Source: an optimization exercise on an open RTL-to-GDS flow (aim: small area, a short achievable clock period and few clock cycles). Production flows keep margins and buffers that such runs may drop.
Only simulation tests tie the RTL to the original design; equivalence was not proved.

$ cat flow/run.sh
#!/bin/bash
# synth_recipe.tcl (not shown) runs the flow's synth.tcl, then flattens the netlist and writes it again
# the make line also repeats each setting of config.mk as NAME=value (left out here)
make -C /OpenROAD-flow-scripts/flow DESIGN_CONFIG=/design/flow/config.mk WORK_HOME=/design/flow/orfs CLKGATE_MAP_FILE= SYNTH_SCRIPT=/design/flow/synth_recipe.tcl finish
$ cat flow/constraint.sdc
create_clock -name core_clock -period 8.0 [get_ports {clk}]
set_input_delay 1.6000 -clock core_clock [delete_from_list [all_inputs] [get_ports {clk}]]
set_output_delay 1.6000 -clock core_clock [all_outputs]
set_load 0.01 [all_outputs]
$ cat flow/config.mk
export PLATFORM = sky130hd
export DESIGN_NAME = line_follower_turn_sequencer
export DESIGN_NICKNAME = line_follower_turn_sequencer
export VERILOG_FILES = /design/flow/design.v
export SDC_FILE = /design/flow/constraint.sdc
export NUM_CORES = 4
export LEC_CHECK = 0
export CAP_MARGIN = 20
export CORE_MARGIN = 2
export CORE_UTILIZATION = 60
export CTS_CLUSTER_DIAMETER = 150
export CTS_CLUSTER_SIZE = 30
export SETUP_SLACK_MARGIN = 5
export SLEW_MARGIN = 20
export TNS_END_PERCENT = 5
$ cat flow/design.v
`default_nettype none
package lfts_pkg;
	localparam int YAW_W    = 16;
	localparam int TIME_W   = 32;
	localparam int ANGLE_W  = 9;
	localparam int PERIOD_W = 20;
	localparam int PROD_W   = 36;   
	localparam int THR_W    = 33;   
	localparam int HEAD_W   = 40;   
	localparam int PWR_W    = 8;
	localparam int CFG_IDX_W  = 2;
	localparam int CFG_DATA_W = 20;
	localparam logic [THR_W-1:0] HEADING_PER_DEG = THR_W'(16000000);
	localparam logic [ANGLE_W-1:0]  TURN_ANGLE_RST       = ANGLE_W'(72);
	localparam logic [ANGLE_W-1:0]  TURNAROUND_ANGLE_RST = ANGLE_W'(140);
	localparam logic [PERIOD_W-1:0] PERIOD_RST           = PERIOD_W'(10000);
	localparam logic signed [PWR_W-1:0] PWR_ZERO = PWR_W'(0);
	localparam logic signed [PWR_W-1:0] PWR_FWD  = PWR_W'(60);
	localparam logic signed [PWR_W-1:0] PWR_TURN = PWR_W'(70);
	localparam logic signed [PWR_W-1:0] PWR_BACK = 8'shBA;   
	localparam logic signed [PWR_W-1:0] PWR_CHK  = PWR_W'(50);
	typedef logic [2:0] mode_t;
	localparam logic [2:0] MODE_FWD        = 3'd0;
	localparam logic [2:0] MODE_LEFT       = 3'd1;
	localparam logic [2:0] MODE_CHECK      = 3'd2;
	localparam logic [2:0] MODE_RIGHT      = 3'd3;
	localparam logic [2:0] MODE_TURN90     = 3'd4;
	localparam logic [2:0] MODE_TURNAROUND = 3'd5;
	typedef logic [CFG_IDX_W-1:0] cfg_reg_t;
	localparam logic [CFG_IDX_W-1:0] REG_TURN_ANGLE       = 2'd0;
	localparam logic [CFG_IDX_W-1:0] REG_TURNAROUND_ANGLE = 2'd1;
	localparam logic [CFG_IDX_W-1:0] REG_PERIOD           = 2'd2;
	typedef struct packed {
		logic outer_left;
		logic inner_left;
		logic middle;
		logic inner_right;
		logic outer_right;
		logic park;
	} ir_t;
	typedef struct packed {
		ir_t  ir;
		logic turn_done;
		logic turnaround_done;
	} fsm_in_t;
	typedef struct packed {
		mode_t                   next_mode;
		logic                    clear_heading;
		logic signed [PWR_W-1:0] left_power;
		logic signed [PWR_W-1:0] right_power;
	} fsm_out_t;
	function automatic logic [THR_W-1:0] angle_thr(input logic [ANGLE_W-1:0] deg);
		angle_thr = THR_W'(deg) * HEADING_PER_DEG;
	endfunction
endpackage
`default_nettype wire
`default_nettype none
module lfts_mode_fsm
(
	input  wire [2:0] mode_i,
	input  wire [3:0] code_i,        
	input  wire       turn_done_i,
	input  wire       back_done_i,
	output reg  [2:0] next_o,
	output reg        clr_o
);
	wire [1:0] chk = code_i[3:2];    
	wire       mid = code_i[1];
	wire       e   = code_i[0];
	always @(*) begin
		next_o = mode_i;
		clr_o  = 1'b0;
		case (mode_i)
			lfts_pkg::MODE_LEFT: begin
				if (chk == 2'd0 && e) begin
					next_o = lfts_pkg::MODE_FWD;
					clr_o  = 1'b1;
				end
			end
			lfts_pkg::MODE_RIGHT: begin
				if (mid) begin
					next_o = lfts_pkg::MODE_FWD;
					clr_o  = 1'b1;
				end
			end
			lfts_pkg::MODE_TURN90: begin
				if (turn_done_i) begin
					next_o = lfts_pkg::MODE_CHECK;
					clr_o  = 1'b1;
				end
			end
			lfts_pkg::MODE_TURNAROUND: begin
				if (back_done_i) begin
					next_o = lfts_pkg::MODE_CHECK;
					clr_o  = 1'b1;
				end
			end
			lfts_pkg::MODE_CHECK: begin
				case (chk)
					2'd0:    next_o = lfts_pkg::MODE_FWD;
					2'd1:    next_o = lfts_pkg::MODE_LEFT;
					2'd3:    next_o = lfts_pkg::MODE_RIGHT;
					default: next_o = lfts_pkg::MODE_CHECK;
				endcase
			end
			default: begin
				next_o = lfts_pkg::MODE_FWD;
				if (e) begin
					case (chk)
						2'd1:    next_o = mid ? lfts_pkg::MODE_TURN90 : lfts_pkg::MODE_LEFT;
						2'd2:    next_o = lfts_pkg::MODE_TURNAROUND;
						2'd3:    next_o = lfts_pkg::MODE_RIGHT;
						default: next_o = lfts_pkg::MODE_FWD;
					endcase
				end
			end
		endcase
	end
endmodule
module lfts_ir_code
(
	input  wire [5:0] ir_i,          
	output wire [3:0] code_o
);
	wire ol  = ir_i[5];
	wire il  = ir_i[4];
	wire mid = ir_i[3];
	wire irr = ir_i[2];
	wire orr = ir_i[1];
	wire pk  = ir_i[0];
	wire [1:0] chk = irr ? 2'd1 : il ? 2'd3 : mid ? 2'd0 : 2'd2;
	wire left_exit = !ol && !il && mid && !irr && !orr;
	wire fwd_turn  = !pk && ((!il && !mid && irr) || (il && !mid && !irr)
		|| (ol && il && mid && irr && orr) || (!ol && !il && !mid && !irr && !orr));
	assign code_o = {chk, mid, left_exit || fwd_turn};
endmodule
module lfts_add #(
	parameter int W = 8
) (
	input  wire [W-1:0] a,
	input  wire [W-1:0] b,
	input  wire         ci,
	output wire [W-1:0] s,
	output wire         co
);
	function automatic int levels(input int n);
		levels = 0;
		while ((1 << levels) <= n) levels++;
	endfunction
	localparam int L = levels(W);
	logic [W:0] g [L+1];
	logic [W:0] p [L+1];
	always_comb begin
		g[0] = {a & b, ci};
		p[0] = {a ^ b, 1'b0};
		for (int l = 0; l < L; l++) begin
			for (int i = 0; i <= W; i++) begin
				if ((i >> l) & 1) begin
					g[l+1][i] = g[l][i] | (p[l][i] & g[l][((i >> l) << l) - 1]);
					p[l+1][i] = p[l][i] & p[l][((i >> l) << l) - 1];
				end else begin
					g[l+1][i] = g[l][i];
					p[l+1][i] = p[l][i];
				end
			end
		end
	end
	assign s  = p[0][W:1] ^ g[L][W-1:0];
	assign co = g[L][W];
endmodule
module lfts_booth_array
(
	input  wire [15:0] y,
	input  wire [5:0]  one,
	input  wire [5:0]  two,
	input  wire [4:0]  neg,
	output wire [25:0] ra,
	output wire [25:0] rb
);
	wire [16:0] y1 = {y[15], y};
	wire [16:0] y2 = {y, 1'b0};
	wire [16:0] x0 = (({17{one[0]}} & y1) | ({17{two[0]}} & y2)) ^ {17{neg[0]}};
	wire [16:0] x1 = (({17{one[1]}} & y1) | ({17{two[1]}} & y2)) ^ {17{neg[1]}};
	wire [16:0] x2 = (({17{one[2]}} & y1) | ({17{two[2]}} & y2)) ^ {17{neg[2]}};
	wire [16:0] x3 = (({17{one[3]}} & y1) | ({17{two[3]}} & y2)) ^ {17{neg[3]}};
	wire [16:0] x4 = (({17{one[4]}} & y1) | ({17{two[4]}} & y2)) ^ {17{neg[4]}};
	wire [15:0] x5 = {16{one[5]}} & y;
	wire t1 = x0[6] ^ x1[4];
	wire t2 = x0[6] & x1[4];
	wire t3 = x0[7] ^ x1[5];
	wire t4 = x0[7] & x1[5];
	wire t5 = x0[8] ^ x1[6] ^ x2[4];
	wire t6 = (x0[8] & x1[6]) | (x2[4] & (x0[8] ^ x1[6]));
	wire t7 = x3[2] ^ x4[0];
	wire t8 = x3[2] & x4[0];
	wire t9 = x0[9] ^ x1[7] ^ x2[5];
	wire t10 = (x0[9] & x1[7]) | (x2[5] & (x0[9] ^ x1[7]));
	wire t11 = x3[3] ^ x4[1];
	wire t12 = x3[3] & x4[1];
	wire t13 = x0[10] ^ x1[8] ^ x2[6];
	wire t14 = (x0[10] & x1[8]) | (x2[6] & (x0[10] ^ x1[8]));
	wire t15 = x3[4] ^ x4[2] ^ x5[0];
	wire t16 = (x3[4] & x4[2]) | (x5[0] & (x3[4] ^ x4[2]));
	wire t17 = x0[11] ^ x1[9] ^ x2[7];
	wire t18 = (x0[11] & x1[9]) | (x2[7] & (x0[11] ^ x1[9]));
	wire t19 = x3[5] ^ x4[3] ^ x5[1];
	wire t20 = (x3[5] & x4[3]) | (x5[1] & (x3[5] ^ x4[3]));
	wire t21 = x0[12] ^ x1[10] ^ x2[8];
	wire t22 = (x0[12] & x1[10]) | (x2[8] & (x0[12] ^ x1[10]));
	wire t23 = x3[6] ^ x4[4] ^ x5[2];
	wire t24 = (x3[6] & x4[4]) | (x5[2] & (x3[6] ^ x4[4]));
	wire t25 = x0[13] ^ x1[11] ^ x2[9];
	wire t26 = (x0[13] & x1[11]) | (x2[9] & (x0[13] ^ x1[11]));
	wire t27 = x3[7] ^ x4[5] ^ x5[3];
	wire t28 = (x3[7] & x4[5]) | (x5[3] & (x3[7] ^ x4[5]));
	wire t29 = x0[14] ^ x1[12] ^ x2[10];
	wire t30 = (x0[14] & x1[12]) | (x2[10] & (x0[14] ^ x1[12]));
	wire t31 = x3[8] ^ x4[6] ^ x5[4];
	wire t32 = (x3[8] & x4[6]) | (x5[4] & (x3[8] ^ x4[6]));
	wire t33 = x0[15] ^ x1[13] ^ x2[11];
	wire t34 = (x0[15] & x1[13]) | (x2[11] & (x0[15] ^ x1[13]));
	wire t35 = x3[9] ^ x4[7] ^ x5[5];
	wire t36 = (x3[9] & x4[7]) | (x5[5] & (x3[9] ^ x4[7]));
	wire t37 = x1[14] ^ x2[12] ^ x3[10];
	wire t38 = (x1[14] & x2[12]) | (x3[10] & (x1[14] ^ x2[12]));
	wire t39 = x4[8] ^ x5[6] ^ x0[16];
	wire t40 = (x4[8] & x5[6]) | (x0[16] & (x4[8] ^ x5[6]));
	wire t41 = x1[15] ^ x2[13] ^ x3[11];
	wire t42 = (x1[15] & x2[13]) | (x3[11] & (x1[15] ^ x2[13]));
	wire t43 = x4[9] ^ x5[7] ^ x0[16];
	wire t44 = (x4[9] & x5[7]) | (x0[16] & (x4[9] ^ x5[7]));
	wire t45 = ~x1[16] ^ x2[14] ^ x3[12];
	wire t46 = (~x1[16] & x2[14]) | (x3[12] & (~x1[16] ^ x2[14]));
	wire t47 = x4[10] ^ x5[8] ^ ~x0[16];
	wire t48 = (x4[10] & x5[8]) | (~x0[16] & (x4[10] ^ x5[8]));
	wire t49 = x2[15] ^ x3[13] ^ x4[11];
	wire t50 = (x2[15] & x3[13]) | (x4[11] & (x2[15] ^ x3[13]));
	wire t51 = x5[9] ^ 1'b1;
	wire t52 = x5[9] & 1'b1;
	wire t53 = ~x2[16] ^ x3[14] ^ x4[12];
	wire t54 = (~x2[16] & x3[14]) | (x4[12] & (~x2[16] ^ x3[14]));
	wire t55 = x3[15] ^ x4[13];
	wire t56 = x3[15] & x4[13];
	wire t57 = x0[4] ^ x1[2];
	wire t58 = x0[4] & x1[2];
	wire t59 = x0[5] ^ x1[3];
	wire t60 = x0[5] & x1[3];
	wire t61 = x2[2] ^ x3[0] ^ neg[3];
	wire t62 = (x2[2] & x3[0]) | (neg[3] & (x2[2] ^ x3[0]));
	wire t63 = x2[3] ^ x3[1] ^ t2;
	wire t64 = (x2[3] & x3[1]) | (t2 & (x2[3] ^ x3[1]));
	wire t65 = neg[4] ^ t4 ^ t5;
	wire t66 = (neg[4] & t4) | (t5 & (neg[4] ^ t4));
	wire t67 = t6 ^ t8 ^ t9;
	wire t68 = (t6 & t8) | (t9 & (t6 ^ t8));
	wire t69 = t10 ^ t12 ^ t13;
	wire t70 = (t10 & t12) | (t13 & (t10 ^ t12));
	wire t71 = t14 ^ t16 ^ t17;
	wire t72 = (t14 & t16) | (t17 & (t14 ^ t16));
	wire t73 = t18 ^ t20 ^ t21;
	wire t74 = (t18 & t20) | (t21 & (t18 ^ t20));
	wire t75 = t22 ^ t24 ^ t25;
	wire t76 = (t22 & t24) | (t25 & (t22 ^ t24));
	wire t77 = t26 ^ t28 ^ t29;
	wire t78 = (t26 & t28) | (t29 & (t26 ^ t28));
	wire t79 = t30 ^ t32 ^ t33;
	wire t80 = (t30 & t32) | (t33 & (t30 ^ t32));
	wire t81 = t34 ^ t36 ^ t37;
	wire t82 = (t34 & t36) | (t37 & (t34 ^ t36));
	wire t83 = t38 ^ t40 ^ t41;
	wire t84 = (t38 & t40) | (t41 & (t38 ^ t40));
	wire t85 = t42 ^ t44 ^ t45;
	wire t86 = (t42 & t44) | (t45 & (t42 ^ t44));
	wire t87 = t46 ^ t48 ^ t49;
	wire t88 = (t46 & t48) | (t49 & (t46 ^ t48));
	wire t89 = x5[10] ^ t50 ^ t52;
	wire t90 = (x5[10] & t50) | (t52 & (x5[10] ^ t50));
	wire t91 = x5[11] ^ 1'b1 ^ t54;
	wire t92 = (x5[11] & 1'b1) | (t54 & (x5[11] ^ 1'b1));
	wire t93 = ~x3[16] ^ x4[14] ^ x5[12];
	wire t94 = (~x3[16] & x4[14]) | (x5[12] & (~x3[16] ^ x4[14]));
	wire t95 = x4[15] ^ x5[13];
	wire t96 = x4[15] & x5[13];
	wire t97 = x0[2] ^ x1[0];
	wire t98 = x0[2] & x1[0];
	wire t99 = x0[3] ^ x1[1];
	wire t100 = x0[3] & x1[1];
	wire t101 = x2[0] ^ neg[2] ^ t57;
	wire t102 = (x2[0] & neg[2]) | (t57 & (x2[0] ^ neg[2]));
	wire t103 = x2[1] ^ t58 ^ t59;
	wire t104 = (x2[1] & t58) | (t59 & (x2[1] ^ t58));
	wire t105 = t1 ^ t60 ^ t61;
	wire t106 = (t1 & t60) | (t61 & (t1 ^ t60));
	wire t107 = t3 ^ t62 ^ t63;
	wire t108 = (t3 & t62) | (t63 & (t3 ^ t62));
	wire t109 = t7 ^ t64 ^ t65;
	wire t110 = (t7 & t64) | (t65 & (t7 ^ t64));
	wire t111 = t11 ^ t66 ^ t67;
	wire t112 = (t11 & t66) | (t67 & (t11 ^ t66));
	wire t113 = t15 ^ t68 ^ t69;
	wire t114 = (t15 & t68) | (t69 & (t15 ^ t68));
	wire t115 = t19 ^ t70 ^ t71;
	wire t116 = (t19 & t70) | (t71 & (t19 ^ t70));
	wire t117 = t23 ^ t72 ^ t73;
	wire t118 = (t23 & t72) | (t73 & (t23 ^ t72));
	wire t119 = t27 ^ t74 ^ t75;
	wire t120 = (t27 & t74) | (t75 & (t27 ^ t74));
	wire t121 = t31 ^ t76 ^ t77;
	wire t122 = (t31 & t76) | (t77 & (t31 ^ t76));
	wire t123 = t35 ^ t78 ^ t79;
	wire t124 = (t35 & t78) | (t79 & (t35 ^ t78));
	wire t125 = t39 ^ t80 ^ t81;
	wire t126 = (t39 & t80) | (t81 & (t39 ^ t80));
	wire t127 = t43 ^ t82 ^ t83;
	wire t128 = (t43 & t82) | (t83 & (t43 ^ t82));
	wire t129 = t47 ^ t84 ^ t85;
	wire t130 = (t47 & t84) | (t85 & (t47 ^ t84));
	wire t131 = t51 ^ t86 ^ t87;
	wire t132 = (t51 & t86) | (t87 & (t51 ^ t86));
	wire t133 = t53 ^ t88 ^ t89;
	wire t134 = (t53 & t88) | (t89 & (t53 ^ t88));
	wire t135 = t55 ^ t90 ^ t91;
	wire t136 = (t55 & t90) | (t91 & (t55 ^ t90));
	wire t137 = t56 ^ t92 ^ t93;
	wire t138 = (t56 & t92) | (t93 & (t56 ^ t92));
	wire t139 = 1'b1 ^ t94 ^ t95;
	wire t140 = (1'b1 & t94) | (t95 & (1'b1 ^ t94));
	wire t141 = ~x4[16] ^ x5[14] ^ t96;
	wire t142 = (~x4[16] & x5[14]) | (t96 & (~x4[16] ^ x5[14]));
	assign ra = {~x5[15], t140, t138, t136, t134, t132, t130, t128, t126, t124, t122, t120, t118, t116, t114, t112, t110, t108, t106, t104, t102, t100, t98, neg[1], x0[1], x0[0]};
	assign rb = {t142, t141, t139, t137, t135, t133, t131, t129, t127, t125, t123, t121, t119, t117, t115, t113, t111, t109, t107, t105, t103, t101, t99, t97, 1'b0, neg[0]};
endmodule
`default_nettype wire
`default_nettype none
module line_follower_turn_sequencer
(
	input  wire                clk,
	input  wire                arst_n,
	input  wire                in_valid,
	output wire                in_ready,
	input  wire                in_ir_outer_left,
	input  wire                in_ir_inner_left,
	input  wire                in_ir_middle,
	input  wire                in_ir_inner_right,
	input  wire                in_ir_outer_right,
	input  wire                in_ir_park,
	input  wire signed [15:0]  in_yaw_rate,
	input  wire [31:0]         in_time_us,
	output wire                out_valid,
	input  wire                out_ready,
	output wire signed [7:0]   out_left_power,
	output wire signed [7:0]   out_right_power,
	output wire [2:0]          out_next_mode,
	input  wire                cfg_valid,
	output wire                cfg_ready,
	input  wire [1:0]          cfg_reg_index,
	input  wire [19:0]         cfg_wdata
);
	localparam int CAP = 7;     
	localparam int QD  = 6;     
	localparam int QA  = 3;     
	localparam logic [22:0] DEG_UNIT = 23'd15625;   
	logic [19:0] period_q;
	logic [22:0] thr_t_q;
	logic [22:0] thr_b_q;
	logic        cfg_ready_q;
	logic        wr_angle;
	assign wr_angle  = cfg_valid && cfg_ready_q && !cfg_reg_index[1];
	assign cfg_ready = cfg_ready_q;
	always_ff @(posedge clk or negedge arst_n) begin
		if (!arst_n) begin
			period_q    <= lfts_pkg::PERIOD_RST;
			cfg_ready_q <= 1'b0;    
		end else begin
			cfg_ready_q <= !wr_angle;
			if (cfg_valid && cfg_ready_q && cfg_reg_index == lfts_pkg::REG_PERIOD) period_q <= cfg_wdata;
		end
	end
	logic [3:0] occ_q;
	logic       in_ready_q;
	logic       out_valid_q;
	logic       accept, pop;
	logic [3:0] occ_nx;
	assign accept   = in_valid && in_ready_q;
	assign pop      = out_valid_q && out_ready;
	assign occ_nx   = (accept == pop) ? occ_q : accept ? occ_q + 4'd1 : occ_q - 4'd1;
	assign in_ready = in_ready_q;
	always_ff @(posedge clk or negedge arst_n) begin
		if (!arst_n) begin
			occ_q      <= '0;
			in_ready_q <= 1'b0;     
		end else begin
			occ_q      <= occ_nx;
			in_ready_q <= occ_nx < 4'(CAP) && !wr_angle;
		end
	end
	logic        v1, v2, v3, v4, v5;
	logic        cm1, cm2, cm3, cm4;    
	logic [3:0]  ir1, ir2, ir3, ir4;    
	logic [3:0]  ir_code;
	logic [31:0] t1;
	logic        int2, int3, int4;
	always_ff @(posedge clk or negedge arst_n) begin
		if (!arst_n) begin
			v1 <= 1'b0; v2 <= 1'b0; v3 <= 1'b0; v4 <= 1'b0; v5 <= 1'b0;
			cm1 <= 1'b0; cm2 <= 1'b0; cm3 <= 1'b0; cm4 <= 1'b0;
		end else begin
			v1 <= accept; v2 <= v1; v3 <= v2; v4 <= v3; v5 <= v4;
			cm1 <= wr_angle; cm2 <= cm1; cm3 <= cm2; cm4 <= cm3;
		end
	end
	lfts_ir_code u_code (
		.ir_i   ({in_ir_outer_left, in_ir_inner_left, in_ir_middle,
			in_ir_inner_right, in_ir_outer_right, in_ir_park}),
		.code_o (ir_code)
	);
	always_ff @(posedge clk) begin
		ir1 <= {ir_code[3:1], wr_angle ? cfg_reg_index[0] : ir_code[0]};
		t1  <= in_time_us;
	end
	logic        pend_q;
	logic [31:0] last_q;
	logic        lo_ge, lo_due, hi_ne0, hi_ne1, due;
	logic [21:0] xu, xv, xs;
	logic        x_co, lo_co;
	logic [19:0] lo_s;
	logic [11:0] ha, hb;
	logic        hz;
	always_comb begin
		xu = {2'b00, t1[19:0]} ^ {2'b11, ~last_q[19:0]} ^ {2'b11, ~period_q};
		xv = ({2'b00, t1[19:0]} & {2'b11, ~last_q[19:0]})
			| ({2'b00, t1[19:0]} & {2'b11, ~period_q})
			| ({2'b11, ~last_q[19:0]} & {2'b11, ~period_q});
	end
	lfts_add #(.W(22)) u_x  (.a(xu), .b({xv[20:0], 1'b1}), .ci(1'b1), .s(xs), .co(x_co));
	lfts_add #(.W(20)) u_lo (.a(t1[19:0]), .b(~last_q[19:0]), .ci(1'b1), .s(lo_s), .co(lo_co));
	assign ha = t1[31:20];
	assign hb = ~last_q[31:20];
	always_comb begin
		hz = !(ha[0] ^ hb[0]);
		for (int i = 1; i < 12; i++) hz = hz && ((ha[i] ^ hb[i]) == (ha[i-1] | hb[i-1]));
	end
	assign lo_ge  = lo_co;                        
	assign lo_due = lo_ge ? !xs[21] : (xs[21:20] != 2'b10);
	assign hi_ne0 = t1[31:20] != last_q[31:20];
	assign hi_ne1 = !hz;
	assign due    = (lo_ge ? hi_ne0 : hi_ne1) || lo_due;
	always_ff @(posedge clk or negedge arst_n) begin
		if (!arst_n) begin
			pend_q <= 1'b0;
			last_q <= '0;
		end else if (v1) begin
			if (pend_q) begin
				last_q <= t1;
				pend_q <= 1'b0;
			end else if (due) begin
				pend_q <= 1'b1;
			end
		end
	end
	always_ff @(posedge clk) begin
		int2 <= pend_q; ir2 <= ir1;
		int3 <= int2;   ir3 <= ir2;
		int4 <= int3;   ir4 <= ir3;
	end
	function automatic logic [17:0] digits(input logic [9:0] half);
		logic [12:0] x;
		logic [5:0]  one, two, neg;
		x = {2'b00, half, 1'b0};
		for (int i = 0; i < 6; i++) begin
			one[i] = x[2*i+1] ^ x[2*i];
			two[i] = (x[2*i+2] & ~x[2*i+1] & ~x[2*i]) | (~x[2*i+2] & x[2*i+1] & x[2*i]);
			neg[i] = x[2*i+2];
		end
		digits = {one, two, neg};
	endfunction
	logic        hi_next;
	logic [15:0] ya_q;
	logic [17:0] da_q;
	logic        hi_a_q;    
	logic [25:0] ra, rb, ra_q, rb_q;
	logic [25:0] r_q, bsum, addend, bu, bv;
	logic [9:0]  lo10_q;
	logic [15:0] ad_q;
	logic        b_co;
	assign hi_next = (v1 && pend_q) || cm1;
	always_ff @(posedge clk) begin
		if (!hi_next) ya_q <= wr_angle ? {7'd0, cfg_wdata[8:0]} : in_yaw_rate;
		if (hi_next)  da_q <= digits(cm1 ? 10'(DEG_UNIT >> 10) : period_q[19:10]);
		else          da_q <= digits(wr_angle ? 10'(DEG_UNIT) : period_q[9:0]);
	end
	lfts_booth_array u_arr (
		.y   (ya_q),
		.one (da_q[17:12]),
		.two (da_q[11:6]),
		.neg (da_q[4:0]),
		.ra  (ra),
		.rb  (rb)
	);
	assign addend = {{10{ad_q[15]}}, ad_q};
	assign bu     = ra_q ^ rb_q ^ addend;
	assign bv     = (ra_q & rb_q) | (ra_q & addend) | (rb_q & addend);
	lfts_add #(.W(26)) u_b (.a(bu), .b({bv[24:0], 1'b0}), .ci(1'b0), .s(bsum), .co(b_co));
	always_ff @(posedge clk or negedge arst_n) begin
		if (!arst_n) begin
			hi_a_q <= 1'b0;
		end else begin
			hi_a_q <= hi_next;
		end
	end
	always_ff @(posedge clk) begin
		ra_q   <= ra;
		rb_q   <= rb;
		r_q    <= bsum;
		ad_q   <= hi_a_q ? bsum[25:10] : 16'd0;
		lo10_q <= r_q[9:0];
	end
	logic [2:0]         mode_q;
	logic signed [40:0] head_q;    
	logic               ft_q, fb_q;
	logic               ct, cb;
	logic [2:0]         next_d, next_f;
	logic               clr_d, clr_f;
	logic [40:0]        head_o;    
	logic               zero_q;    
	logic [35:0]        step;
	logic [40:0]        hsum;
	logic [40:0]        hsat;
	logic               h_co;
	assign ct = !head_q[40] && (head_q[39:10] >= {7'd0, thr_t_q});
	assign cb = !head_q[40] && (head_q[39:10] >= {7'd0, thr_b_q});
	lfts_mode_fsm u_fsm_d (
		.mode_i (mode_q), .code_i (ir4), .turn_done_i (ct), .back_done_i (cb),
		.next_o (next_d), .clr_o (clr_d)
	);
	lfts_mode_fsm u_fsm_f (
		.mode_i (mode_q), .code_i (ir4), .turn_done_i (ft_q), .back_done_i (fb_q),
		.next_o (next_f), .clr_o (clr_f)
	);
	assign step = {r_q, lo10_q};
	lfts_add #(.W(41)) u_h (
		.a ({head_q[39], head_q[39:0]}), .b ({{5{step[35]}}, step}), .ci (1'b0),
		.s (hsum), .co (h_co)
	);
	always_comb begin
		if (head_q[40] != head_q[39]) hsat = head_q[40] ? {2'b11, 39'd0} : {2'b00, {39{1'b1}}};
		else                          hsat = head_q;
		if (v4 && int4)       head_o = {{5{step[35]}}, step};    
		else if (zero_q)      head_o = '0;
		else                  head_o = hsat;
	end
	always_ff @(posedge clk or negedge arst_n) begin
		if (!arst_n) begin
			mode_q  <= lfts_pkg::MODE_FWD;
			head_q  <= '0;
			zero_q  <= 1'b0;
			ft_q    <= 1'b0;
			fb_q    <= 1'b0;
			thr_t_q <= 23'(lfts_pkg::TURN_ANGLE_RST) * DEG_UNIT;
			thr_b_q <= 23'(lfts_pkg::TURNAROUND_ANGLE_RST) * DEG_UNIT;
		end else begin
			ft_q <= ct;
			fb_q <= cb;
			if (cm4 && !ir4[0]) thr_t_q <= step[22:0];
			if (cm4 &&  ir4[0]) thr_b_q <= step[22:0];
			head_q <= (v4 && int4 && !clr_f && !zero_q) ? hsum : head_o;
			zero_q <= v4 && !int4 && clr_d;
			if (zero_q) begin
				ft_q <= thr_t_q == 23'd0;
				fb_q <= thr_b_q == 23'd0;
			end
			if (v4) mode_q <= int4 ? next_f : next_d;
		end
	end
	logic [2:0]    q_mem [QD];
	logic [QA-1:0] q_wp, q_rp;
	logic [QA:0]   q_cnt;
	logic [2:0]    out_next_q;
	logic [7:0]    out_l_q, out_r_q;
	logic          load, from_q, q_wr;
	logic [2:0]    load_next;
	logic [7:0]    dec_l, dec_r;
	assign load      = !out_valid_q || out_ready;
	assign from_q    = q_cnt != 0;
	assign q_wr      = v5 && (!load || from_q);
	assign load_next = from_q ? q_mem[q_rp] : mode_q;
	always_comb begin
		case (out_next_q)
			lfts_pkg::MODE_LEFT:       begin dec_l = lfts_pkg::PWR_FWD;  dec_r = lfts_pkg::PWR_ZERO; end
			lfts_pkg::MODE_RIGHT:      begin dec_l = lfts_pkg::PWR_ZERO; dec_r = lfts_pkg::PWR_FWD;  end
			lfts_pkg::MODE_TURN90:     begin dec_l = lfts_pkg::PWR_ZERO; dec_r = lfts_pkg::PWR_TURN; end
			lfts_pkg::MODE_TURNAROUND: begin dec_l = lfts_pkg::PWR_BACK; dec_r = lfts_pkg::PWR_TURN; end
			lfts_pkg::MODE_CHECK:      begin dec_l = lfts_pkg::PWR_CHK;  dec_r = lfts_pkg::PWR_CHK;  end
			default:                   begin dec_l = lfts_pkg::PWR_FWD;  dec_r = lfts_pkg::PWR_FWD;  end
		endcase
	end
	always_ff @(posedge clk or negedge arst_n) begin
		if (!arst_n) begin
			out_valid_q <= 1'b0;
			out_next_q  <= lfts_pkg::MODE_FWD;
			q_wp        <= '0;
			q_rp        <= '0;
			q_cnt       <= '0;
		end else begin
			if (load) begin
				if (from_q || v5) begin
					out_valid_q <= 1'b1;
					out_next_q  <= load_next;
				end else begin
					out_valid_q <= 1'b0;
				end
			end
			if (q_wr) q_wp <= (q_wp == QA'(QD - 1)) ? '0 : q_wp + 1'b1;
			if (load && from_q) q_rp <= (q_rp == QA'(QD - 1)) ? '0 : q_rp + 1'b1;
			if (q_wr && !(load && from_q)) q_cnt <= q_cnt + 1'b1;
			else if (!q_wr && load && from_q) q_cnt <= q_cnt - 1'b1;
		end
	end
	always_ff @(posedge clk) begin
		if (v5) q_mem[q_wp] <= mode_q;    
		if (load && (from_q || v5)) begin
			out_l_q <= dec_l;
			out_r_q <= dec_r;
		end
	end
	assign out_valid       = out_valid_q;
	assign out_left_power  = out_l_q;
	assign out_right_power = out_r_q;
	assign out_next_mode   = out_next_q;
endmodule
`default_nettype wire
==> out/results.txt, run 1 <==
H-tree levels: 1
Avg Cell Area, Syn: 10.4 um2
Syn-to-layout area delta: 9.10%
Wirelength per Cell: 18.5 um
Worst Min Path Start: ir1[1]
endpoint class of the critical path: primary output
Post-synth top cells: inv_1, ha_1, dfxtp_1
Critical Path Fanout Max: 2
Hold Path Class: register to register
asr flop ratio synth: 0.452
Fmax: 0.327 GHz
Slew HR: 0.282
vias in the first global route: 15,800
CP required: 6.40 ns
Num CTS Buffers: 16
Total Wirelength: 49,100 um
hold buffers post-CTS: 0
Post-route DRC: 0
Total GRT Usage: 0.261
CP arrival: 1.45 ns
startpoint types: register
gpl congestion: 0.852
setup TNS: 0 ns
Post-synth EDFFs: 44
CTS tree: yes
chip width: 196 um
area share of the largest cell type after synthesis: 0.174
Clock Tree Buf Depth: 3
total die area: 38,600 um2
Root Buffer: clkbuf_16
Worst R2R Start: ra_q[8]
initial antenna violation count: 0
initial core utilization: 0.609
Synth Area in Simple Gates: 0.0959
Worst-path clk slew: 0.11 ns
pin count of the biggest net entering global routing: 123
CP top delay family: buffers and inverters
period utilization: 0.382
die height: 196 um
CP Class: register to primary output
Post-Synthesis Cells: 2,138
Yosys warning count: 14
crit path buf inv count: 1
post-synthesis compound-gate area fraction: 0.138
hold slack: 0.339 ns
grt total ovfl: 0
I/O pins: 103
endpoints failing hold: 0
maxcap violations: 0
Post-Synth XOR/XNOR Area: 0.0630
top post-synthesis cells by area: dfrtp_1, dfxtp_1, fa_1, ha_1, edfxtp_1
synthesized flop and latch total: 389
# clock sinks: 389
register area share after synthesis: 0.411
first-pass GRT wire length: 81,000 um
worst-path cell chain: clkdlybuf4s50_1
initial detailed-routing violation count: 708
Skew-Pair Late Insertion Delay: 0.53 ns
Synth Cell Area: 22,200 um2
vias per std cell: 5.73
FILL cells: 2,874
Critical Path Max Stage Delay: 0.54 ns
Net count, final: 2,545
antenna fix cells: 0
mux cell area share after synthesis: 0.0413
Rows: 70
launch point of the critical path: out_next_q[0]
slowest stage cell on the critical path: clkdlybuf4s50_1
outcome: finished clean
RSZ-0062 raised after global routing: yes
TritonRoute pass-1 iters: 7
post-route antenna net violation count: 0
final core utilization: 0.664
Most used DFF post-synth: dfxtp_1
fraction of layout cells with a size suffix above 1: 0.0946
Slew Limit Fails: 0
Netlist cell types: 82
most common cell in the netlist: inv_1
post-synth top area cell: dfrtp_1
routed via count: 15,200
adder-cell share of the synthesized area: 0.198
core area: 36,500 um2
Final setup viols: 0
HPWL Detailed: 36,600 um
skew final: 0.0232 ns
Port Buffer Count: 98
largest family of logic cells by synthesized area: adder cells
min cycle time layout: 3.05 ns
Worst-Margin Slew: 1.08 ns
[layout make-up]
type                       instances  area [um2]  share of cell area
inverter                         198         747              0.0308
multi-input combinational       1449       12100               0.499
clock buffer                      28         467              0.0192
timing repair buffer             124        1210              0.0497
tap                              468         586              0.0241
sequential                       389        9150               0.377
[final timing paths]
check	endpoint	slack (ns)	cells after the start
worst max-delay path	out_next_mode[0]	4.95	1
worst min-delay path	ir2[1]	0.34	0
worst max register to register	ad_q[13]	4.99	10
worst min register to register	ir2[1]	0.34	0
max in group asynchronous	last_q[22]	5.93	2
min in group asynchronous	out_valid_q	0.97	1
[placed cells by master (no fill, tap or decap), types with 23 or more instances in the layout]
cell             count
ha_1               173
dfxtp_1            162
xor2_1              74
buf_4               23
nor2_1             109
edfxtp_1            44
a21oi_1            121
o21ai_0            100
nand2_1            166
a22oi_1             77
a21o_1              44
mux2_2              69
xnor2_1             84
and2_1              31
dfrtp_1            150
inv_1              193
clkdlybuf4s50_1     96
fa_1               108
[registers in the layout, summed over array words and instances (netlist names), 4 cells and up]
| register | count |
|---|---|
| ir3 | 4 |
| q_mem | 18 |
| last_q | 32 |
| q_cnt | 4 |
| period_q | 20 |
| occ_q | 4 |
| ya_q | 16 |
| out_l_q | 5 |
| ir2 | 4 |
| rb_q | 25 |
| out_r_q | 5 |
| t1 | 32 |
| da_q | 15 |
| lo10_q | 10 |
| ad_q | 16 |
| ir4 | 4 |
| thr_t_q | 23 |
| thr_b_q | 23 |
| head_q | 41 |
| ra_q | 26 |
| r_q | 26 |
| ir1 | 4 |
[through the flow]
stage / instances / setup slack [ns] / cell area, um2
floorplan: 2141 / 5.03 / 22200
global placement: 2612 / 4.26 / 23500
detailed placement: 2614 / 4.38 / 23500
CTS: 2648 / 4.89 / 24100
global route: 2656 / 4.87 / 24300
finish: 2656 / 4.95 / 24300
[repair_timing]
action / 4_1_cts / 5_1_grt
resized for setup: 13 / 36
setup endpoints to repair: 71 / 76
pin swaps: 1 / 13
buffers inserted: 6 / 7
[per-layer routing]
layer | vias up | global-route usage | routed length (um) | share of wire
li1 | 7389 | - | - | -
met2 | 301 | 0.470 | 24600 | 0.50
met4 | 0 | 0.0805 | 1400 | 0.028
met1 | 7446 | 0.334 | 21700 | 0.44
met5 | - | 0 | 0 | 0
met3 | 80 | 0.0231 | 1420 | 0.029
[cells by family (layout without fill, tap and decap cells)]
group           after synthesis  in the layout
flops                       389            389
xor+xnor                    160            160
mux                          79             79
compound gates              472            472
other cells                   1              4
buf+inv                     303            350
fa+ha+maj                   286            286
simple gates                448            448
Testbench counts, summed over its fixed seeds: cycles 35,495.
==> run 2: changes to the inputs <==
--- a/flow/config.mk
+++ b/flow/config.mk
@@ -12,4 +12,4 @@
 export CTS_CLUSTER_SIZE = 30
 export SETUP_SLACK_MARGIN = 5
 export SLEW_MARGIN = 20
-export TNS_END_PERCENT = 5
+export TNS_END_PERCENT = 10
==> out/results.txt, run 2 <==
Post-Synthesis Cells: 2,138 (unchanged)
Post-route DRC: 0 (unchanged)
CP required: 6.40 ns (about the same)
startpoint types: register (unchanged)
Worst-Margin Slew: 1.05 ns (was 1.08 ns)
I/O pins: 103 (unchanged)
total die area: 38,600 um2 (unchanged)
crit path buf inv count: 1 (unchanged)
Seq. cell area: 9150 um2 (unchanged)
# clock sinks: 389 (unchanged)
Biggest register: head_q (unchanged)
Most used DFF post-synth: dfxtp_1 (unchanged)
post-route antenna net violation count: 0 (unchanged)
pin count of the biggest net entering global routing: 123 (unchanged)
Root Buffer: clkbuf_16 (unchanged)
Final setup viols: 0 (unchanged)
Synth Cell Area: 22,200 um2 (unchanged)
min cycle time layout: 3.05 ns (about the same)
first-pass GRT wire length: 81,000 um (unchanged)
slowest stage cell on the critical path: clkdlybuf4s50_1 (unchanged)
vias per std cell: 5.74 (was 5.73)
asr flop ratio synth: 0.452 (unchanged)
initial detailed-routing violation count: 715 (was 708)
gpl congestion: 0.852 (unchanged)
post-synth top area cell: dfrtp_1 (unchanged)
Post-synth EDFFs: 44 (unchanged)
routed via count: 15,200 (about the same)
Total Wirelength: 49,200 um (was 49,100 um)
max reg flops: 41 (unchanged)
Port Buffer Count: 98 (unchanged)
Critical Path Max Stage Delay: 0.54 ns (about the same)
Skew-Pair Late Insertion Delay: 0.53 ns (about the same)
most common cell after layout, fill and taps aside: inv_1 (unchanged)
vias in the first global route: 15,800 (unchanged)
Fmax: 0.328 GHz (was 0.327 GHz)
Slew HR: 0.297 (was 0.282)
Post-synth top cells: inv_1, ha_1, dfxtp_1 (unchanged)
most common cell in the netlist: inv_1 (unchanged)
CP top delay family: buffers and inverters (unchanged)
hold buffers post-CTS: 0 (unchanged)
endpoint class of the critical path: primary output (unchanged)
worst-path cell chain: clkdlybuf4s50_1 (unchanged)
antenna fix cells: 0 (unchanged)
area of the multi-input gates: 12,100 um2 (about the same)
Num CTS Buffers: 16 (unchanged)
Net count, final: 2,545 (unchanged)
Yosys warning count: 14 (unchanged)
initial core utilization: 0.609 (unchanged)
Slew Limit Fails: 0 (unchanged)
Avg Cell Area, Syn: 10.4 um2 (unchanged)
H-tree levels: 1 (unchanged)
Worst Min Path Start: ir1[1] (unchanged)
most frequent cells in the layout: inv_1, ha_1, nand2_1, dfxtp_1, dfrtp_1 (unchanged)
Total GRT Usage: 0.261 (unchanged)
launch point of the critical path: out_next_q[0] (unchanged)
endpoints failing hold: 0 (unchanged)
DP Area: 23,500 um2 (unchanged)
period utilization: 0.382 (about the same)
Hold Path Class: register to register (unchanged)
top post-synthesis cells by area: dfrtp_1, dfxtp_1, fa_1, ha_1, edfxtp_1 (unchanged)
area share of the largest cell type after synthesis: 0.174 (unchanged)
setup TNS: 0 ns (unchanged)
core area: 36,500 um2 (unchanged)
Wirelength per Cell: 18.5 um (about the same)
TritonRoute pass-1 iters: 5 (was 7)
fraction of layout cells with a size suffix above 1: 0.0955 (was 0.0946)
largest registers: head_q: 41 flops, last_q: 32 flops, t1: 32 flops (unchanged)
Netlist cell types: 82 (unchanged)
synthesized flop and latch total: 389 (unchanged)
FILL cells: 2,873 (was 2,874)
die height: 196 um (unchanged)
grt total ovfl: 0 (unchanged)
Worst-path clk slew: 0.11 ns (about the same)
Rows: 70 (unchanged)
maxcap violations: 0 (unchanged)
chip width: 196 um (unchanged)
CP Class: register to primary output (unchanged)
Syn-to-layout area delta: 9.16% (was 9.10%)
skew final: 0.0240 ns (was 0.0232 ns)
outcome: finished clean (unchanged)
Clock Tree Buf Depth: 3 (unchanged)
Worst R2R Start: ra_q[8] (unchanged)
register area share after synthesis: 0.411 (unchanged)
Critical Path Fanout Max: 2 (unchanged)
Final Instance Area: 24,300 um2 (about the same)
CTS tree: yes (unchanged)
initial antenna violation count: 0 (unchanged)
RSZ-0062 raised after global routing: yes (unchanged)
CP arrival: 1.45 ns (about the same)
HPWL Detailed: 36,600 um (unchanged)
[run 2: final cells by class]
| cell class | instances | area share |
|---|---|---|
| Multi-Input combinational cell | 1449 | 0.499 |
| Inverter | 198 | 0.0308 |
| Tap cell | 468 | 0.0241 |
| Clock buffer | 28 | 0.0192 |
| Sequential cell | 389 | 0.377 |
| Timing Repair Buffer | 124 | 0.0499 |
[run 2: cells by family after synthesis]
kind of cell             after synthesis  share of synthesized area
buffers and inverters                303                     0.0525
XOR/XNOR                             160                     0.0630
adder cells (fa/ha/maj)              286                      0.198
flip-flops                           389                      0.411
multiplexers                          79                     0.0413
AO/OA/AOI/OAI                        472                      0.138
other                                  1                   0.000169
AND/OR/NAND/NOR                      448                     0.0959
[run 2: layer usage]
layer	GRT usage	vias up	part of all wire
met5	0	-	0
met4	0.0805	0	0.028
met3	0.0231	73	0.028
met2	0.470	287	0.50
met1	0.334	7499	0.44
li1	-	7390	-
[run 2: final timing paths]
path	endpoint	slack (ns)	cells past startpoint
worst max-delay path	out_next_mode[0]	4.95	1
worst min-delay path	ir2[1]	0.34	0
worst max register to register	ad_q[13]	4.98	10
min in group asynchronous	out_valid_q	0.97	1
max in group asynchronous	last_q[22]	5.93	2
worst min register to register	ir2[1]	0.34	0
[run 2: per-stage QoR]
step	hold slack [ns]	utilization	setup slack (ns)	instances
floorplan	0.310	-	5.03	2141
global route	0.346	0.664	4.87	2656
finish	0.339	0.664	4.95	2656
detailed placement	0.314	0.644	4.38	2614
CTS	0.342	0.659	4.89	2648
global placement	0.311	0.643	4.26	2612
[run 2: what timing repair did]
item,CTS,global route
gates resized for setup,13,39
setup endpoints to repair,71,76
setup buffers,6,7
pin swaps,1,13
==> run 3: changes to the inputs <==
--- a/flow/config.mk
+++ b/flow/config.mk
@@ -6,6 +6,8 @@
 export NUM_CORES = 4
 export LEC_CHECK = 0
 export CAP_MARGIN = 20
+export CELL_PAD_IN_SITES_DETAIL_PLACEMENT = 0
+export CELL_PAD_IN_SITES_GLOBAL_PLACEMENT = 0
 export CORE_MARGIN = 2
 export CORE_UTILIZATION = 60
 export CTS_CLUSTER_DIAMETER = 150
==> out/results.txt, run 3 <==
outcome: finished clean (unchanged)
largest registers: head_q: 41 flops, last_q: 32 flops, t1: 32 flops (unchanged)
Slew HR: 0.297 (unchanged)
Clock Tree Buf Depth: 3 (unchanged)
Total Wirelength: 49,200 um (unchanged)
Post-synth EDFFs: 44 (unchanged)
most frequent cells in the layout: inv_1, ha_1, nand2_1, dfxtp_1, dfrtp_1 (unchanged)
crit path buf inv count: 1 (unchanged)
Final setup viols: 0 (unchanged)
setup TNS: 0 ns (unchanged)
Num CTS Buffers: 16 (unchanged)
post-synth top area cell: dfrtp_1 (unchanged)
Worst-Margin Slew: 1.05 ns (unchanged)
Syn-to-layout area delta: 9.16% (unchanged)
TritonRoute pass-1 iters: 5 (unchanged)
Most used DFF post-synth: dfxtp_1 (unchanged)
endpoint class of the critical path: primary output (unchanged)
Netlist cell types: 82 (unchanged)
Slew Limit Fails: 0 (unchanged)
Fmax: 0.328 GHz (unchanged)
antenna fix cells: 0 (unchanged)
DP Worst Slack: 4.38 ns (unchanged)
worst setup margin: 4.95 ns (unchanged)
maxcap violations: 0 (unchanged)
die height: 196 um (unchanged)
hold slack: 0.339 ns (unchanged)
RSZ-0062 raised after global routing: yes (unchanged)
asr flop ratio synth: 0.452 (unchanged)
fraction of layout cells with a size suffix above 1: 0.0955 (unchanged)
Critical Path Max Stage Delay: 0.54 ns (about the same)
worst-path cell chain: clkdlybuf4s50_1 (unchanged)
placed cell count: 2,614 (unchanged)
Net count, final: 2,545 (unchanged)
H-tree levels: 1 (unchanged)
Cell Count, Final, Fillers Out: 2,656 (unchanged)
most common cell after layout, fill and taps aside: inv_1 (unchanged)
top post-synthesis cells by area: dfrtp_1, dfxtp_1, fa_1, ha_1, edfxtp_1 (unchanged)
Wirelength per Cell: 18.5 um (unchanged)
register area share after synthesis: 0.411 (unchanged)
area share of the largest cell type after synthesis: 0.174 (unchanged)
vias per std cell: 5.74 (unchanged)
endpoints failing hold: 0 (unchanged)
Rows: 70 (unchanged)
chip width: 196 um (unchanged)
most common cell in the netlist: inv_1 (unchanged)
slowest stage cell on the critical path: clkdlybuf4s50_1 (unchanged)
Worst-path clk slew: 0.11 ns (about the same)
Critical Path Fanout Max: 2 (unchanged)
Yosys warning count: 14 (unchanged)
CTS tree: yes (unchanged)
Root Buffer: clkbuf_16 (unchanged)
Post-synth top cells: inv_1, ha_1, dfxtp_1 (unchanged)
# clock sinks: 389 (unchanged)
pin count of the biggest net entering global routing: 123 (unchanged)
routed via count: 15,200 (unchanged)
Port Buffer Count: 98 (unchanged)
Post-route DRC: 0 (unchanged)
skew final: 0.0240 ns (unchanged)
first-pass GRT wire length: 81,000 um (unchanged)
core area: 36,500 um2 (unchanged)
synthesized flop and latch total: 389 (unchanged)
gpl congestion: 0.852 (unchanged)
CP arrival: 1.45 ns (about the same)
I/O pins: 103 (unchanged)
Synth Cell Area: 22,200 um2 (unchanged)
Hold Path Class: register to register (unchanged)
initial core utilization: 0.609 (unchanged)
Skew-Pair Late Insertion Delay: 0.53 ns (about the same)
Avg Cell Area, Syn: 10.4 um2 (unchanged)
max reg flops: 41 (unchanged)
min cycle time layout: 3.05 ns (unchanged)
period utilization: 0.382 (unchanged)
grt total ovfl: 0 (unchanged)
Biggest register: head_q (unchanged)
Total GRT Usage: 0.261 (unchanged)
CP required: 6.40 ns (about the same)
vias in the first global route: 15,800 (unchanged)
initial detailed-routing violation count: 715 (unchanged)
startpoint types: register (unchanged)
initial antenna violation count: 0 (unchanged)
total die area: 38,600 um2 (unchanged)
HPWL Detailed: 36,600 um (unchanged)
post-route antenna net violation count: 0 (unchanged)
Post-Synthesis Cells: 2,138 (unchanged)
CP Class: register to primary output (unchanged)
CP top delay family: buffers and inverters (unchanged)
run 3: path summary, 6_finish.rpt:
check,cells past startpoint,endpoint,slack [ns],startpoint
worst max-delay path,1,out_next_mode[0],4.95,out_next_q[0]
worst min-delay path,0,ir2[1],0.34,ir1[1]
worst max register to register,10,ad_q[13],4.98,ra_q[8]
worst min register to register,0,ir2[1],0.34,ir1[1]
max in group asynchronous,2,last_q[22],5.93,arst_n
min in group asynchronous,1,out_valid_q,0.97,arst_n
run 3: timing repair:
item,CTS,global route
endpoints found under the setup margin,71,76
hold endpoints to repair,0,0
gates resized for setup,13,39
pin swaps,1,13
buffers inserted,6,7
hold buffers,0,0
run 3: kinds of logic (layout without fill, tap and decap cells):
logic type | count (synthesis) | count (layout) | share of synthesized area
fa+ha+maj | 286 | 286 | 0.198
mux | 79 | 79 | 0.0413
xor+xnor | 160 | 160 | 0.0630
compound gates | 472 | 472 | 0.138
other cells | 1 | 4 | 0.000169
flops | 389 | 389 | 0.411
buf+inv | 303 | 350 | 0.0525
simple gates | 448 | 448 | 0.0959
run 3: area by class of cell:
type                            instances  area, um2
Multi-Input combinational cell       1449      12100
Inverter                              198        747
Clock buffer                           28        467
Fill cell                            2873      12300
Tap cell                              468        586
Timing Repair Buffer                  124       1210
Sequential cell                       389       9150
run 3: stage by stage:
stage,area (um2),util
finish,24300,0.664
global route,24300,0.664
CTS,24100,0.659
detailed placement,23500,0.644
global placement,23500,0.643
floorplan,22200,-
run 3: layer usage:
metal	track usage	wire length (um)
met3	0.0231	1360
met4	0.0805	1380
met5	0	0
met2	0.470	24700
met1	0.334	21700
==> run 4: changes to the inputs <==
==> flow/config.mk (replaced) <==
export PLATFORM = sky130hd
export DESIGN_NAME = line_follower_turn_sequencer
export DESIGN_NICKNAME = line_follower_turn_sequencer
export VERILOG_FILES = /design/flow/design.v
export SDC_FILE = /design/flow/constraint.sdc
export NUM_CORES = 4
export LEC_CHECK = 0
export CAP_MARGIN = 20
export CORE_MARGIN = 2
export CORE_UTILIZATION = 60
export CTS_CLUSTER_DIAMETER = 120
export CTS_CLUSTER_SIZE = 25
export SETUP_SLACK_MARGIN = 5
export SLEW_MARGIN = 20
export TNS_END_PERCENT = 10
==> out/results.txt, run 4 <==
Skew-Pair Late Insertion Delay: 0.55 ns (was 0.53 ns)
fraction of layout cells with a size suffix above 1: 0.0959 (was 0.0955)
Final Instance Area: 24,300 um2 (about the same)
worst setup margin: 4.91 ns (was 4.95 ns)
DP Area: 23,500 um2 (unchanged)
M2 GR Usage: 0.461 (was 0.470)
initial core utilization: 0.609 (unchanged)
endpoints failing hold: 0 (unchanged)
CP required: 6.40 ns (about the same)
Post-synth top cells: inv_1, ha_1, dfxtp_1 (unchanged)
Fmax: 0.324 GHz (was 0.328 GHz)
Final setup viols: 0 (unchanged)
DP Worst Slack: 4.38 ns (unchanged)
slowest stage cell on the critical path: clkdlybuf4s50_1 (unchanged)
Post-route DRC: 0 (unchanged)
endpoint class of the critical path: primary output (unchanged)
Cell Count, Final, Fillers Out: 2,658 (was 2,656)
Wirelength per Cell: 18.4 um (was 18.5 um)
routed via count: 15,300 (was 15,200)
period utilization: 0.386 (was 0.382)
H-tree levels: 1 (unchanged)
Total GRT Usage: 0.260 (was 0.261)
most common cell in the netlist: inv_1 (unchanged)
GR Layer Usage met1: 0.334 (about the same)
Worst-path clk slew: 0.10 ns (was 0.11 ns)
antenna fix cells: 0 (unchanged)
Root Buffer: clkbuf_16 (unchanged)
I/O pins: 103 (unchanged)
Syn-to-layout area delta: 9.47% (was 9.16%)
core area: 36,500 um2 (unchanged)
CP arrival: 1.49 ns (was 1.45 ns)
most frequent cells in the layout: inv_1, ha_1, nand2_1, dfxtp_1, dfrtp_1 (unchanged)
initial antenna violation count: 0 (unchanged)
asr flop ratio synth: 0.452 (unchanged)
Worst-Margin Slew: 1.06 ns (was 1.05 ns)
hold slack: 0.335 ns (was 0.339 ns)
Avg Cell Area, Syn: 10.4 um2 (unchanged)
Synth Cell Area: 22,200 um2 (unchanged)
HPWL Detailed: 36,600 um (unchanged)
Port Buffer Count: 98 (unchanged)
chip width: 196 um (unchanged)
register area share after synthesis: 0.411 (unchanged)
top post-synthesis cells by area: dfrtp_1, dfxtp_1, fa_1, ha_1, edfxtp_1 (unchanged)
startpoint types: register (unchanged)
min cycle time layout: 3.09 ns (was 3.05 ns)
max reg flops: 41 (unchanged)
Total Wirelength: 49,000 um (was 49,200 um)
placed cell count: 2,614 (unchanged)
Hold Path Class: register to register (unchanged)
maxcap violations: 0 (unchanged)
total die area: 38,600 um2 (unchanged)
largest registers: head_q: 41 flops, last_q: 32 flops, t1: 32 flops (unchanged)
pin count of the biggest net entering global routing: 123 (unchanged)
first-pass GRT wire length: 80,500 um (was 81,000 um)
gpl congestion: 0.852 (unchanged)
GR peak layer: met2 (unchanged)
# clock sinks: 389 (unchanged)
Slew Limit Fails: 0 (unchanged)
CP top delay family: buffers and inverters (unchanged)
Net count, final: 2,545 (unchanged)
CP Class: register to primary output (unchanged)
RSZ-0062 raised after global routing: yes (unchanged)
Num CTS Buffers: 19 (was 16)
Critical Path Max Stage Delay: 0.55 ns (was 0.54 ns)
vias per std cell: 5.75 (was 5.74)
hold buffers post-CTS: 0 (unchanged)
vias in the first global route: 15,700 (was 15,800)
Rows: 70 (unchanged)
area share of the largest cell type after synthesis: 0.174 (unchanged)
die height: 196 um (unchanged)
Critical Path Fanout Max: 5 (was 2)
skew final: 0.0198 ns (was 0.0240 ns)
Post-Synthesis Cells: 2,138 (unchanged)
Clock Tree Buf Depth: 3 (unchanged)
Yosys warning count: 14 (unchanged)
Most used DFF post-synth: dfxtp_1 (unchanged)
outcome: finished clean (unchanged)
post-synth top area cell: dfrtp_1 (unchanged)
Biggest register: head_q (unchanged)
initial detailed-routing violation count: 650 (was 715)
Netlist cell types: 82 (unchanged)
most common cell after layout, fill and taps aside: inv_1 (unchanged)
met3 usage: 0.0289 (was 0.0231)
synthesized flop and latch total: 389 (unchanged)
setup TNS: 0 ns (unchanged)
Slew HR: 0.295 (was 0.297)
grt total ovfl: 0 (unchanged)
Post-synth EDFFs: 44 (unchanged)
crit path buf inv count: 1 (unchanged)
CTS tree: yes (unchanged)
TritonRoute pass-1 iters: 5 (unchanged)
post-route antenna net violation count: 0 (unchanged)
worst-path cell chain: clkdlybuf4s50_1 (unchanged)
-- run 4: cell count changes in the layout (fill, tap and decap cells not counted), moves of 2 or more --
cell	delta
clkbuf_16	+2
dlymetal6s2s_1	+2
buf_4	-2
inv_1	+2
a221oi_2	-2
-- run 4: logic make-up after synthesis --
group	after synthesis	synth area share
flip-flops	389	0.411
other	1	0.000169
multiplexers	79	0.0413
AO/OA/AOI/OAI	472	0.138
AND/OR/NAND/NOR	448	0.0959
XOR/XNOR	160	0.0630
buffers and inverters	303	0.0525
adder cells (fa/ha/maj)	286	0.198
-- run 4: path summary, 6_finish.rpt --
check	cells after the start	slack [ns]	endpoint	from
worst max register to register	11	5.00	ad_q[15]	ra_q[8]
max in group asynchronous	2	5.93	last_q[19]	arst_n
min in group asynchronous	1	0.96	out_valid_q	arst_n
worst max-delay path	1	4.91	out_next_mode[1]	out_next_q[1]
worst min-delay path	0	0.33	ir4[2]	ir3[2]
worst min register to register	0	0.33	ir4[2]	ir3[2]
-- run 4: through the flow --
stage / util
floorplan: -
global placement: 0.643
detailed placement: 0.644
CTS: 0.658
global route: 0.666
finish: 0.666
-- run 4: cell type report --
class | count | area, um2
clock buffers | 31 | 520
clock inverters | 2 | 15.0
fillers | 2866 | 12200
inverters | 198 | 743
multi-input cells | 1449 | 12100
flip-flops and latches | 389 | 9160
well taps | 468 | 586
repair buffers | 121 | 1190
-- run 4: layer usage --
| metal | up-vias | share of wire | wire, um |
|---|---|---|---|
| met5 | - | 0 | 0 |
| met4 | 0 | 0.033 | 1600 |
| met3 | 85 | 0.033 | 1620 |
| met2 | 305 | 0.50 | 24500 |
| met1 | 7505 | 0.43 | 21300 |
| li1 | 7386 | - | - |
-- run 4: repair_timing --
item	4_1_cts	5_1_grt
setup buffers	0	10
setup endpoints to repair	72	89
gates resized for setup	1	54
pin swaps	0	13
==> run 5: changes to the inputs <==
--- a/flow/config.mk
+++ b/flow/config.mk
@@ -10,6 +10,6 @@
 export CORE_UTILIZATION = 60
 export CTS_CLUSTER_DIAMETER = 120
 export CTS_CLUSTER_SIZE = 25
-export SETUP_SLACK_MARGIN = 5
+export SETUP_SLACK_MARGIN = 4.8
 export SLEW_MARGIN = 20
 export TNS_END_PERCENT = 10
==> out/results.txt, run 5 <==
most common cell in the netlist: inv_1 (unchanged)
H-tree levels: 1 (unchanged)
post-synthesis compound-gate area fraction: 0.138 (unchanged)
Rows: 70 (unchanged)
worst setup margin: 4.80 ns (was 4.91 ns)
Critical Path Fanout Max: 7 (was 5)
largest registers: head_q: 41 flops, last_q: 32 flops, t1: 32 flops (unchanged)
fraction of layout cells with a size suffix above 1: 0.0770 (was 0.0959)
endpoints failing hold: 0 (unchanged)
hold slack: 0.324 ns (was 0.335 ns)
RSZ-0062 raised after global routing: yes (unchanged)
CTS tree: yes (unchanged)
Post-route DRC: 0 (unchanged)
initial antenna violation count: 0 (unchanged)
Fmax: 0.312 GHz (was 0.324 GHz)
initial core utilization: 0.609 (unchanged)
asr flop ratio synth: 0.452 (unchanged)
Most used DFF post-synth: dfxtp_1 (unchanged)
Skew-Pair Late Insertion Delay: 0.54 ns (was 0.55 ns)
Total Wirelength: 48,600 um (was 49,000 um)
Total GRT Usage: 0.259 (was 0.260)
Num CTS Buffers: 19 (unchanged)
setup bufs post-CTS: 0 (unchanged)
maxcap violations: 0 (unchanged)
reg2reg end: ad_q[10] (was ad_q[15])
area of the multi-input gates: 12,000 um2 (was 12,100 um2)
CP required: 6.40 ns (about the same)
Port Buffer Count: 98 (unchanged)
Slew Limit Fails: 0 (unchanged)
Synth Cell Area: 22,200 um2 (unchanged)
Hold Path Class: register to register (unchanged)
Final setup viols: 0 (unchanged)
Avg Cell Area, Syn: 10.4 um2 (unchanged)
min cycle time layout: 3.20 ns (was 3.09 ns)
slowest stage cell on the critical path: clkdlybuf4s50_1 (unchanged)
Post-synth top cells: inv_1, ha_1, dfxtp_1 (unchanged)
endpoint class of the critical path: primary output (unchanged)
adder-cell share of the synthesized area: 0.198 (unchanged)
vias in the first global route: 15,800 (was 15,700)
most frequent cells in the layout: inv_1, ha_1, dfxtp_1, nand2_1, dfrtp_1 (was inv_1, ha_1, nand2_1, dfxtp_1, dfrtp_1)
Net count, final: 2,535 (was 2,545)
CP top delay family: buffers and inverters (unchanged)
Wirelength per Cell: 18.4 um (about the same)
outcome: finished clean (unchanged)
mux cell area share after synthesis: 0.0413 (unchanged)
skew final: 0.0158 ns (was 0.0198 ns)
routed via count: 15,300 (about the same)
Yosys warning count: 14 (unchanged)
worst-path cell chain: clkdlybuf4s50_1 (unchanged)
Worst-path clk slew: 0.10 ns (about the same)
core area: 36,500 um2 (unchanged)
top post-synthesis cells by area: dfrtp_1, dfxtp_1, fa_1, ha_1, edfxtp_1 (unchanged)
DP Worst Slack: 4.23 ns (was 4.38 ns)
CP arrival: 1.60 ns (was 1.49 ns)
Clock Tree Buf Depth: 3 (unchanged)
Post-Synth XOR/XNOR Area: 0.0630 (unchanged)
Netlist cell types: 82 (unchanged)
register area share after synthesis: 0.411 (unchanged)
Syn-to-layout area delta: 8.53% (was 9.47%)
Synth Area in Simple Gates: 0.0959 (unchanged)
Worst R2R Start: ra_q[2] (was ra_q[8])
hold buffers post-CTS: 0 (unchanged)
# clock sinks: 389 (unchanged)
Post-synth EDFFs: 44 (unchanged)
grt total ovfl: 0 (unchanged)
I/O pins: 103 (unchanged)
CP Class: register to primary output (unchanged)
period utilization: 0.400 (was 0.386)
post-synth top area cell: dfrtp_1 (unchanged)
FILL cells: 2,957 (was 2,866)
most common cell after layout, fill and taps aside: inv_1 (unchanged)
post-route antenna net violation count: 0 (unchanged)
Hold Crit Depth: 0 (unchanged)
Post-Synthesis Cells: 2,138 (unchanged)
max reg flops: 41 (unchanged)
r2r setup slk: 4.88 ns (was 5.00 ns)
largest family of logic cells by synthesized area: adder cells (unchanged)
Biggest register: head_q (unchanged)
Critical Path Max Stage Delay: 0.59 ns (was 0.55 ns)
die height: 196 um (unchanged)
first-pass GRT wire length: 80,900 um (was 80,500 um)
antenna fix cells: 0 (unchanged)
area share of the largest cell type after synthesis: 0.174 (unchanged)
Worst Min Path Start: ir3[1] (was ir3[2])
vias per std cell: 5.78 (was 5.75)
synthesized flop and latch total: 389 (unchanged)
TritonRoute pass-1 iters: 5 (unchanged)
Slew HR: 0.281 (was 0.295)
startpoint types: register (unchanged)
chip width: 196 um (unchanged)
reg2reg path depth: 10 (was 11)
Worst-Margin Slew: 1.08 ns (was 1.06 ns)
total die area: 38,600 um2 (unchanged)
Root Buffer: clkbuf_16 (unchanged)
HPWL Detailed: 36,300 um (was 36,600 um)
Seq. cell area: 9140 um2 (was 9160 um2)
crit path buf inv count: 1 (unchanged)
initial detailed-routing violation count: 874 (was 650)
gpl congestion: 0.825 (was 0.852)
Worst Hold Path EP: ir4[1] (was ir4[2])
pin count of the biggest net entering global routing: 125 (was 123)
setup TNS: 0 ns (unchanged)
==> run 5: final cells by class <==
cell class / count / share of cell area
Tap cell: 468 / 0.0243
Timing Repair Buffer: 111 / 0.0461
Clock buffer: 32 / 0.0217
Inverter: 198 / 0.0308
Sequential cell: 389 / 0.379
Clock inverter: 2 / 0.00104
Multi-Input combinational cell: 1449 / 0.497
==> run 5: repair_timing <==
action / 4_1_cts / 5_1_grt
resized for setup: 1 / 11
pin swaps: 0 / 1
endpoints found under the setup margin: 31 / 18
gates cloned: 0 / 0
==> run 5: worst max-delay path by stage <==
stage                       end  cells past startpoint           from  slack (ns)
2_1_floorplan          q_cnt[3]                      8      out_ready        4.92
3_5_place_dp           q_cnt[3]                      9      out_ready        4.23
5_1_grt                ad_q[10]                     10        ra_q[2]        4.73
3_3_place_gp           q_cnt[3]                      9      out_ready        4.28
6_report       out_next_mode[0]                      1  out_next_q[0]        4.80
4_1_cts                ad_q[15]                     11       ad_q[15]        4.67
==> run 5: cell families (layout without fill, tap and decap cells) <==
group | after synthesis | count (layout)
flops | 389 | 389
simple gates | 448 | 448
buf+inv | 303 | 343
mux | 79 | 79
other cells | 1 | 4
compound gates | 472 | 472
xor+xnor | 160 | 160
fa+ha+maj | 286 | 286
==> run 5: per-stage QoR <==
stage          instances  area (um2)  utilization
4_1_cts             2647       24000        0.658
6_report            2649       24100        0.661
3_5_place_dp        2613       23500        0.643
2_1_floorplan       2141       22200            -
3_3_place_gp        2612       23500        0.643
5_1_grt             2649       24100        0.661
==> run 5: metal layers <==
metal | vias to the layer above | part of all wire | wire length, um | GRT usage
met3 | 72 | 0.037 | 1800 | 0.0209
met4 | 0 | 0.027 | 1340 | 0.0735
met2 | 326 | 0.49 | 23900 | 0.458
li1 | 7376 | - | - | -
met1 | 7548 | 0.44 | 21500 | 0.343
met5 | - | 0 | 0 | 0

[afterwards: timing with drivers on the ports]
The flow's constraints put no driver on any port. The routed layouts listed below were extracted and timed again, unchanged, in two steps. Step 1 assumes that a clkbuf_16 drives the clock port and a buf_2 every other input. Step 2 moves the port delays by t, midway between the first and last clock arrival at a register: inputs arrive t later, outputs are due t later. That takes back most of the time a late clock gives input paths. Three values: ideal, step 1, step 2; two values: the first two.
run | t, ns | setup slack, ns | worst hold slack (ns) | latest minus earliest clock arrival (ns)
run 1 | 0.578 | 4.946 / 4.890 / 4.402 | 0.339 / 0.339 / 0.339 | 0.024 / 0.024
run 2 | 0.577 | 4.947 / 4.892 / 4.402 | 0.339 / 0.339 / 0.339 | 0.025 / 0.024
run 3 | 0.577 | 4.947 / 4.892 / 4.402 | 0.339 / 0.339 / 0.339 | 0.025 / 0.024
run 4 | 0.585 | 4.912 / 4.859 / 4.402 | 0.335 / 0.335 / 0.335 | 0.025 / 0.026
run 5 | 0.580 | 4.799 / 4.745 / 4.351 | 0.324 / 0.324 / 0.324 | 0.019 / 0.020
After both steps setup and hold are still met in every run listed.
